Background: an optimization exercise with open tools, aiming at small area, a short achievable clock period and few clock cycles per item. Do not read the settings as production practice.
RTL that was checked went through simulation tests only; none was proved equivalent to the original.
Function not checked in run 2: the RTL went through the layout flow alone.
Power figures rest on the tool's default switching activity, not on a simulated workload.

==> flow/design.v (outline; a module is shown in full before it is edited, if it fits) <==
// module layer_top: 2010 lines
// module csa_fa: 10 lines
// module csa_ha: 9 lines
module layer_top (
   input  logic             clk,
   input  logic             reset,
   input  logic             s_valid,
   input  logic             m_ready,
   input  layer_pkg::data_t data_in,
   output logic             s_ready,
   output logic             m_valid,
   output layer_pkg::data_t data_out
);
  // ...
==> flow/run.sh <==
#!/bin/bash
# synth_recipe.tcl (not shown) runs the flow's synth.tcl, then flattens the netlist and writes it again
# the make line also repeats each setting of config.mk as NAME=value (left out here)
make -C /OpenROAD-flow-scripts/flow DESIGN_CONFIG=/design/flow/config.mk WORK_HOME=/design/flow/orfs CLKGATE_MAP_FILE= SYNTH_SCRIPT=/design/flow/synth_recipe.tcl finish
==> flow/config.mk <==
export PLATFORM = sky130hd
export DESIGN_NAME = layer_top
export DESIGN_NICKNAME = layer_top
export VERILOG_FILES = /design/flow/design.v
export SDC_FILE = /design/flow/constraint.sdc
export NUM_CORES = 4
export LEC_CHECK = 0
export CAP_MARGIN = 20
export CORE_MARGIN = 2
export CORE_UTILIZATION = 30
export SETUP_SLACK_MARGIN = 4.3
export SLEW_MARGIN = 20
export SYNTH_HIERARCHICAL = 1
export SYNTH_MINIMUM_KEEP_SIZE = 0
==> flow/constraint.sdc <==
create_clock -name core_clock -period 7.0 [get_ports {clk}]
set_input_delay 1.4000 -clock core_clock [delete_from_list [all_inputs] [get_ports {clk}]]
set_output_delay 1.4000 -clock core_clock [all_outputs]
set_load 0.01 [all_outputs]
==> summary.txt, run 1 <==
Timing
  • Clock Skew: 0.0485 ns
  • Fin crit period: 2.70 ns

Placed design
  • Pre-CTS setup slack: 1.87 ns
  • Cell Area, Placed: 37100 µm²
  • Placed insts: 3786

Pwr
  • Clock Power: a little over 4 mW
  • Comb group: 567 µW
  • Switch Pwr: approximately 2.1 mW
  • Seq. pwr: ~4.5 mW
  • Largest Pwr Group: sequential cells

Die
  • Cell Rows: 126
  • Die area: about 120000 µm²
  • Ports: 38
  • Die Wd: between 300 and 400 µm

Global routing
  • First-pass GRT wire length: 152000 µm

Run
  • MaxCap Viol Count: 0

Clock tree
  • Clock net sink count: 667
  • H-Tree Depth: 3
  • Clock Path Buffers: 3

Synthesis
  • Post-synth top flop: edfxtp_1
  • Yosys warns: 7
  • Mean Syn Cell Area: between 10 and 15 µm²

Layout
  • Post-route cell area: ~40000 µm²
  • Layout cells sized above 1: 11.3%
  • Share of cell area taken by multi-input logic gates: approximately 39%
  • Multi-In Gates: 1484

Critical path
  • FF-to-FF End: r2_10_1$_DFFE_PN_
  • Critical path type: in2reg
  • Crit path cell chain: buf_6, nor2b_4, buf_4, buf_4, or4_4, a21o_4, inv_12, nor2_4, nor2_4, o221ai_1
  • CP endpoint kind: register
  • CP required: 7.53 ns

Run status
  • Status: timing/DRC/antenna clean

Min path
  • Min-delay src: ldb[13]$_DFFE_PP_
  • Hold-critical path depth: 0
  • WHS Endpoint: xb[13]$_DFFE_PP_

Route
  • DRC: 0
  • Met2 wire length: between 40000 and 50000 µm
Testbench counts, summed over its fixed seeds: cycles 6,248, items 384.
==> run 2, diff against run 1 <==
--- a/flow/design.v
+++ b/flow/design.v
@@ -87,36 +87,35 @@
          if (transfer)
             xv <= 1'b1;
          else if (issue & last_k)
             xv <= 1'b0;
       end
    end
    always_ff @(posedge clk) begin
       if (accept)
-         ldb <= {data_in, ldb[127:16]};
+         ldb <= {{data_in, ldb[127:16]}};
+   end
+   always_ff @(posedge clk)
       if (transfer)
          xb <= ldb;
-   end
    wire [15:0] xw0 = xb[15:0];
    wire [15:0] xw1 = xb[31:16];
    wire [15:0] xw2 = xb[47:32];
    wire [15:0] xw3 = xb[63:48];
    wire [15:0] xw4 = xb[79:64];
    wire [15:0] xw5 = xb[95:80];
    wire [15:0] xw6 = xb[111:96];
    wire [15:0] xw7 = xb[127:112];
    localparam logic [1727:0] TAB = 1728'h007040c001a480330450c934d1100ec9aa55040aab481a1a00850c011e1ac42199128c2a02aa38c8a009c20a498289650465434d200100fb0928d2146532650914b200400c119306150813ea9911632e490101aa0402640014650234b3908012710115419567c85004932548020290ca046652b4262aa90284800c724c16204870428590882ccc013b220163511454516900204c901dc01a62140285c0a5445448e1015baa4821492800714ac032048015610b08358e0540840c20991100a80c3095420446511a14a224900861405535482525099260248a;
    logic [3:0]  k_next;
    logic [15:0] kd;
    logic [107:0] tabw;
    always_comb begin
-      if (reset)
-         k_next = 4'd0;
-      else if (issue)
+      if (issue)
          k_next = k + 1'b1;
       else
          k_next = k;
    end
    always_comb begin
       for (int i = 0; i < 16; i++)
          kd[i] = (k_next == i);
    end
==> flow/config.mk (replaced) <==
export PLATFORM = sky130hd
export DESIGN_NAME = layer_top
export DESIGN_NICKNAME = layer_top
export VERILOG_FILES = /design/flow/design.v
export SDC_FILE = /design/flow/constraint.sdc
export NUM_CORES = 4
export LEC_CHECK = 0
export CAP_MARGIN = 20
export CORE_MARGIN = 2
export CORE_UTILIZATION = 30
export SETUP_SLACK_MARGIN = 4.4
export SLEW_MARGIN = 20
export SYNTH_HIERARCHICAL = 1
export SYNTH_MINIMUM_KEEP_SIZE = 0
==> summary.txt, run 2 <==
Timing
  • Final clock period utilization by the worst path: 39.3% (was 38.5%)
  • PnR worst setup slack: 4.25 ns (was 4.30 ns)
  • Final count of hold timing violations: 0 (unchanged)
  • Fin crit period: 2.75 ns (was 2.70 ns)
  • Setup_tns: 0 ns (unchanged)
  • Final slew viol count: 0 (unchanged)
  • FMAX: 0.364 GHz (was 0.371 GHz)
  • Actual slew at the worst max-slew pin: 1.18 ns (was 1.03 ns)
  • RSZ-0062 raised after global routing: true (unchanged)
  • Clock Skew: 0.0227 ns (was 0.0485 ns)
  • Worst slew margin: 21.3% (was 31.1%)
  • Setup violations, final: 0 (unchanged)

Synthesis
  • Adder-cell share of the synthesized area: 21.7% (was 22.6%)
  • Proportion of synthesized area in mux cells: 0.0541% (was 0.0671%)
  • Yosys warns: 7 (unchanged)
  • Sequential area share after synthesis: 51.1% (was 53.3%)
  • Post-synth top flop: edfxtp_1 (unchanged)
  • Syn Inst Count: 2668 (was 2409)
  • Synth area leaders: edfxtp_1, fa_1, dfxtp_1 (unchanged)
  • Synthesized area: 37000 µm² (was 35400 µm²)
  • Commonest cells in the netlist: edfxtp_1, fa_1, xnor2_1 (unchanged)
  • Main combinational cell family by area after synthesis: adder cells (unchanged)
  • Top-area cell type share of the netlist area: 45.0% (was 46.9%)
  • Synth Area in Compound Gates: 13.7% (was 11.7%)
  • Mean Syn Cell Area: 13.9 µm² (was 14.7 µm²)
  • Count leader, synth: edfxtp_1 (unchanged)
  • Yosys top cell by area: edfxtp_1 (unchanged)
  • Post-synth EDFFs: 554 (unchanged)
  • Flops & latches, synth: 667 (unchanged)
  • Number of distinct library cells after synthesis: 83 (was 65)
  • Post-synthesis async set-or-reset flop share: 0% (unchanged)
  • Post-Synth XOR/XNOR Area: 5.89% (was 5.98%)
  • Synth Area in Simple Gates: 4.12% (was 3.31%)

Layout
  • Post-route cell area: 43600 µm² (was 40400 µm²)
  • Most common cell after layout, fill and taps aside: edfxtp_1 (unchanged)
  • Area grow syn2layout: 17.9% (was 14.1%)
  • Nets: 3137 (was 2827)
  • Layout cells sized above 1: 16.1% (was 11.3%)
  • Fillers: 11700 (was 11300)
  • Post-Layout Cell Count: 4389 (was 3989)
  • Most frequent cells in the layout: edfxtp_1, fa_1, xnor2_1 (unchanged)

Route
  • Final WL: 117000 µm (was 105000 µm)
  • DR iter-0 viols: 4158 (was 3658)
  • Met2 wire length: 51600 µm (was 45800 µm)
  • Final antenna-violating net count: 0 (unchanged)
  • Vias: 24300 (was 21300)
  • Met1 WL: 45600 µm (was 41700 µm)
  • Avg Vias per Cell: 5.54 (was 5.33)
  • Detailed-router iteration count before antenna repair: 10 (unchanged)
  • DRC: 0 (unchanged)
  • Top layer in use: met5 (unchanged)
  • Routed len/inst: 26.6 µm (was 26.3 µm)
  • Met3 WL: 13200 µm (was 10600 µm)

Global routing
  • Gr usage total: 18.2% (was 17.2%)
  • Grt total ovfl: 0 (unchanged)
  • First-pass GRT wire length: 168000 µm (was 152000 µm)
  • Initial antenna violation count: 2 (was 3)
  • Vias in the first global route: 23500 (was 21300)
  • Largest net degree at the start of global routing: 132 (was 87)

Die
  • Die area: 126000 µm² (was 121000 µm²)
  • Ports: 38 (unchanged)
  • Die Wd: 355 µm (was 348 µm)
  • Cell Rows: 128 (was 126)
  • Initial Util: 30.3% (was 30.1%)
  • Core footprint: 122000 µm² (was 118000 µm²)
  • Die Y: 355 µm (was 348 µm)

Critical path
  • Max FO, Critical Path: 8 (unchanged)
  • Critical-path top delay cell: a222oi_1 (was or4_4)
  • Most used cell, CP: buf_12
  • Critical path destination: ctl[8]$_DFF_P_ (was ctl[75]$_DFF_P_)
  • FF-to-FF path depth: 9 (was 3)
  • Register-to-register path setup slack: 4.29 ns (was 4.31 ns)
  • RR Startpoint: k[0]$_SDFF_PP0_ (was ctl[10]$_DFF_P_)
  • CP endpoint kind: register (unchanged)
  • Crit path cell chain: buf_6, nor2b_4, buf_12, buf_12, buf_12, nor2_4, buf_12, nor2_1, a222oi_1, o22ai_2 (was buf_6, nor2b_4, buf_4, buf_4, or4_4, a21o_4, inv_12, nor2_4, nor2_4, o221ai_1)
  • Critical path type: in2reg (unchanged)
  • FF-to-FF End: ctl[8]$_DFF_P_ (was r2_10_1$_DFFE_PN_)
  • CP required: 7.49 ns (was 7.53 ns)
  • Crit path from: m_ready (unchanged)
  • Largest stage delay on the critical path: 0.76 ns (was 0.52 ns)
  • Crit path arrival time: 3.24 ns (was 3.23 ns)
  • Critical path startpoint category: input port (unchanged)

Clock tree
  • Clk root buf: clkbuf_16 (unchanged)
  • Num CTS Buffers: 73 (was 74)
  • TritonCTS clock tree: yes (unchanged)
  • H-Tree Depth: 3 (unchanged)
  • Clock net sink count: 667 (unchanged)
  • Clock transition at path regs: 0.07 ns (was 0.06 ns)
  • Clock Path Buffers: 3 (unchanged)
  • Clock latency (worst-skew pair): 0.65 ns (was 0.67 ns)

Min path
  • Hold Crit Class: reg2reg (unchanged)
  • Hold-critical path depth: 0 (unchanged)

Placed design
  • GPL Wtd Cong: 0.916 (was 0.949)
  • Placed insts: 4105 (was 3786)
  • Port bufs: 36 (unchanged)
  • Post-detail-place hpwl: 79600 µm (was 75200 µm)
  • Pre-CTS setup slack: 2.31 ns (was 1.87 ns)
  • Cell Area, Placed: 38700 µm² (was 37100 µm²)

Run status
  • Status: timing/DRC/antenna clean (unchanged)

Pwr
  • Leakage: 15.5 nW (was 14.3 nW)
  • PwrDens: 214 nW/µm² (was 226 nW/µm²)
  • Total chip power: 9.33 mW (was 9.15 mW)
  • Max VDD drop: 0.000159 V (was 0.000158 V)

Run
  • MaxCap Viol Count: 0 (unchanged)
==> run 2: cell count changes after synthesis, moves of 6 or more <==
cell	previous run	this run
o21ai_0	42	67
nand2b_1	1	13
a22oi_1	92	100
nand3_1	7	13
buf_2	12	32
clkbuf_1	172	182
a211oi_1	5	12
nand2_1	109	131
a31oi_1	3	11
o311ai_0	0	6
nor2_1	70	107
a21oi_1	56	81
==> run 2: critical path, delay by kind of cell <==
family                 cells  cell delay (ns)
and+or+nand+nor            3             0.21
AOI/OAI and AO/OA          2             0.96
buffers and inverters      5             0.63
==> run 2: repair_timing <==
item                                    4_1_cts  5_1_grt
gates cloned                                 27        2
hold buffers                                  0        0
endpoints found under the setup margin      567      162
gates resized for setup                     183       59
buffers inserted                             74       43
pin swaps                                    22       23
==> run 2: per-stage QoR <==
stage / hold slack, ns / utilization [%]
after CTS: 0.417 / 35.2
final: 0.413 / 35.7
after global placement: 0.401 / 31.7
after detailed placement: 0.405 / 31.7
after global routing: 0.421 / 35.7
after floorplan: 0.400 / -
==> run 2: worst min-delay path by stage <==
stage	end	startpoint
after detailed placement	xb[12]$_DFFE_PP_	ldb[12]$_DFFE_PP_
after CTS	r8_1_0$_DFFE_PN_	r5_1_0$_DFFE_PN_
after global placement	xb[10]$_DFFE_PP_	ldb[10]$_DFFE_PP_
final	r8_1_0$_DFFE_PN_	r5_1_0$_DFFE_PN_
after floorplan	r5_0_0$_DFFE_PN_	r2_0_0$_DFFE_PN_
after global routing	xb[14]$_DFFE_PP_	ldb[14]$_DFFE_PP_
==> run 2: per-layer routing <==
layer	up-vias	GRT usage, %
met5	-	0
met4	3	8.63
met3	298	4.73
met2	1738	27.4
met1	12300	24.4
li1	9948	-
==> run 2: cell families (layout without fill, tap and decap cells) <==
| group | Yosys count | count (layout) |
|---|---|---|
| buf+inv | 310 | 395 |
| mux | 2 | 2 |
| simple gates | 338 | 341 |
| flops | 667 | 667 |
| other cells | 1 | 9 |
| compound gates | 685 | 685 |
| xor+xnor | 248 | 248 |
| fa+ha+maj | 417 | 417 |
==> run 2: report_power, final <==
part | total (mW) | internal, mW | switching [mW]
Combinational | 0.663 | 0.301 | 0.362
Clock | 4.11 | 2.41 | 1.70
Sequential | 4.56 | 4.49 | 0.0724
Total | 9.33 | 7.19 | 2.14
==> run 2: cell type report <==
cell class	count	area, µm²	area share, %
sequential	667	18900	43.5
multi-input combinational	1700	17400	39.8
timing repair buffer	197	2390	5.49
tap	1625	2030	4.67
clock buffer	87	1960	4.50
clock inverter	49	576	1.32
inverter	58	270	0.620
timing repair inverter	4	35.0	0.0804
antenna	2	5.00	0.0115
==> run 2: per-module statistics from Yosys, one instance, submodules excluded <==
module	times used	cells inside
csa_fa	375	1
layer_top	1	2270
csa_ha	23	1

==> re-timing with driven ports <==
How much do the figures lean on ideal ports? The routed layouts below were timed once more, with nothing changed but the port constraints. Step 1 sets driving cells, clkbuf_16 on the clock port and buf_2 on the other inputs (assumed; they add their load-dependent delay and slew). Step 2 also shifts input and output timing later by t, the mid clock arrival at the registers, as if the neighbouring blocks saw the same clock. a / b / c = ideal ports / drivers / drivers and shift; a / b = the first two.
| run | shift t [ns] | slack for setup (ns) | worst slew at a driven data input, ns |
|---|---|---|---|
| run 1 | 0.714 | 4.304 / 4.288 / 3.625 | 0.05 |
| run 2 | 0.702 | 4.250 / 4.279 / 3.576 | 0.04 |
After both steps every run listed still meets setup and hold. For run 1, which loses most, drivers alone change the setup slack by -0.016 ns; drivers and shift together by -0.679 ns.
